Source: an optimization exercise on an open RTL-to-GDS flow (aim: small area, a short achievable clock period and few clock cycles per item). Production flows keep margins and buffers that such runs may drop.
In this exercise RTL edits were held to simulation tests only and were not proved equivalent to the original.

Design epoch_seconds_to_calendar_unit, start of the top module:
module epoch_seconds_to_calendar_unit (
  input  logic                            clk,
  input  logic                            rst_n,
  input  logic                            cfg_wr_en,
  input  logic signed [esc_pkg::TZ_W-1:0] cfg_wr_data,
  input  logic                            in_valid,
  output logic                            in_ready,
  input  logic [esc_pkg::EPOCH_W-1:0]     in_epoch_seconds,
  output logic                            out_valid,
  input  logic                            out_ready,
  output logic                            out_valid_res,
  output logic [5:0]                      out_second,
  output logic [5:0]                      out_minute,
  output logic [4:0]                      out_hour,
  output logic [4:0]                      out_day_of_month,
  output logic [3:0]                      out_month,
  output logic [11:0]                     out_year,
  output logic [2:0]                      out_weekday,
  output logic [8:0]                      out_day_of_year
);
  logic adv;
  esc_ctrl #(.STAGES(6)) u_ctrl (
    .clk       (clk),
    .rst_n     (rst_n),
    .in_valid  (in_valid),
    .in_ready  (in_ready),
    .out_valid (out_valid),
    .out_ready (out_ready),
    .adv       (adv)
  );
  esc_datapath u_datapath (
    .clk              (clk),
    .rst_n            (rst_n),
    .cfg_wr_en        (cfg_wr_en),
  ...
Settings: LEC_CHECK=0, CAP_MARGIN=20, CORE_MARGIN=2, CORE_UTILIZATION=40, SETUP_SLACK_MARGIN=4.3, SLEW_MARGIN=20; clock period 10.0 ns.
run.sh (not shown) runs the stock make flow with config.mk's settings and CLKGATE_MAP_FILE= SYNTH_SCRIPT=/design/flow/synth_recipe.tcl, a recipe that flattens the netlist after the stock synthesis.
Testbench counts at the start, summed over its fixed seeds: cycles 2,632, items 2,560.
==> next run, changes <==
==> flow/flow/run.sh (new file) <==
#!/bin/bash
set -e
bash standard.sh SETUP_SLACK_MARGIN=5.5 finish > standard.log 2>&1
==> flow/standard.sh (new file) <==
#!/bin/bash
# synth_recipe.tcl (not shown) runs the flow's synth.tcl, then flattens the netlist and writes it again
# the make line also repeats each setting of config.mk as NAME=value (left out here)
make -C /OpenROAD-flow-scripts/flow DESIGN_CONFIG=/design/flow/config.mk WORK_HOME=/design/flow/orfs CLKGATE_MAP_FILE= SYNTH_SCRIPT=/design/flow/synth_recipe.tcl "${@:-finish}"
--- a/flow/config.mk
+++ b/flow/config.mk
@@ -9,4 +9,4 @@
 export CORE_MARGIN = 2
 export CORE_UTILIZATION = 40
-export SETUP_SLACK_MARGIN = 4.3
+export SETUP_SLACK_MARGIN = 4.5
 export SLEW_MARGIN = 20
removed: flow/run.sh
Setup slack improves by 0.46 ns.
Area after synthesis stays the same.
Final cell count came out higher by a little under a tenth.
Via count climbs by a little under a tenth.
Critical path depth is higher by 17.
Non-clock buffer count rises by 167.
Flip-flop and latch count does not change.
Cell area climbs by about a fifth.
==> next run, changes <==
==> flow/run.sh (new file) <==
#!/bin/bash
# synth_recipe.tcl (not shown) runs the flow's synth.tcl, then flattens the netlist and writes it again
# the make line also repeats each setting of config.mk as NAME=value (left out here)
make -C /OpenROAD-flow-scripts/flow DESIGN_CONFIG=/design/flow/config.mk WORK_HOME=/design/flow/orfs CLKGATE_MAP_FILE= SYNTH_SCRIPT=/design/flow/synth_recipe.tcl finish
--- a/flow/config.mk
+++ b/flow/config.mk
@@ -9,4 +9,4 @@
 export CORE_MARGIN = 2
 export CORE_UTILIZATION = 40
-export SETUP_SLACK_MARGIN = 4.5
+export SETUP_SLACK_MARGIN = 4.0
 export SLEW_MARGIN = 20
removed: flow/flow/run.sh
removed: flow/standard.sh
Effect: Hold slack stays flat. Flip-flop and latch count does not change. Critical path depth climbs by 3. Die area is unchanged. Setup slack is worse by 0.57 ns. Core utilization drops by 8.0 points.
==> next run, changes <==
--- a/flow/config.mk
+++ b/flow/config.mk
@@ -8,5 +8,6 @@
 export CAP_MARGIN = 20
 export CORE_MARGIN = 2
-export CORE_UTILIZATION = 40
-export SETUP_SLACK_MARGIN = 4.0
+export CORE_UTILIZATION = 60
+export PLACE_DENSITY = 0.75
+export SETUP_SLACK_MARGIN = 4.5
 export SLEW_MARGIN = 20
What happened: Area after synthesis stays the same; first-iteration DRC count climbs by 7.0%; setup slack is better by 0.30 ns; non-clock buffer count climbs by 16; final cell count drops by 8.5%; die area drops by 33%.
==> next run, changes <==
--- a/flow/config.mk
+++ b/flow/config.mk
@@ -8,6 +8,5 @@
 export CAP_MARGIN = 20
 export CORE_MARGIN = 2
-export CORE_UTILIZATION = 60
-export PLACE_DENSITY = 0.75
-export SETUP_SLACK_MARGIN = 4.5
+export CORE_UTILIZATION = 40
+export SETUP_SLACK_MARGIN = 4.7
 export SLEW_MARGIN = 20
Effect: Worst setup slack gains 0.19 ns; routed wire length climbs by 2.8%; cell count climbs by 12%; flip-flop and latch count does not change; design area climbs by 5.6%; fmax climbs by 3.6%; die area climbs by 49%.

what the ideal ports hide:
The flow's constraints put no driver on any port. The routed layouts listed below were extracted and timed again, unchanged, in two steps. Step 1 assumes that a clkbuf_16 drives the clock port and a buf_2 every other input. Step 2 adds t to the input delays and takes it off the output delays; t is the mean of the earliest and latest rising clock arrival at the registers after step 1. Input paths then give back, and output paths get back, about the clock's delay inside the block. Slacks: ideal ports / drivers / drivers and shift; pairs: ideal ports / drivers.
| run | t (ns) | setup WS [ns] | worst setup path at the end | worst register clock-pin slew, ns |
|---|---|---|---|---|
| the first run | 0.603 | 4.438 / 4.417 / 4.417 | input to output | 0.07 / 0.07 |
| the second run | 0.595 | 4.894 / 4.894 / 4.894 | register to register | 0.07 / 0.07 |
| the third run | 0.601 | 4.328 / 4.280 / 4.328 | register to register | 0.07 / 0.07 |
| the fourth run | 0.585 | 4.630 / 4.622 / 4.623 | input to output | 0.06 / 0.06 |
| the fifth run | 0.602 | 4.816 / 4.794 / 4.794 | input to output | 0.07 / 0.07 |
After both steps every run listed still meets setup and hold. For the fifth run, which loses most, drivers alone change the setup slack by -0.022 ns; drivers and shift together by -0.022 ns.
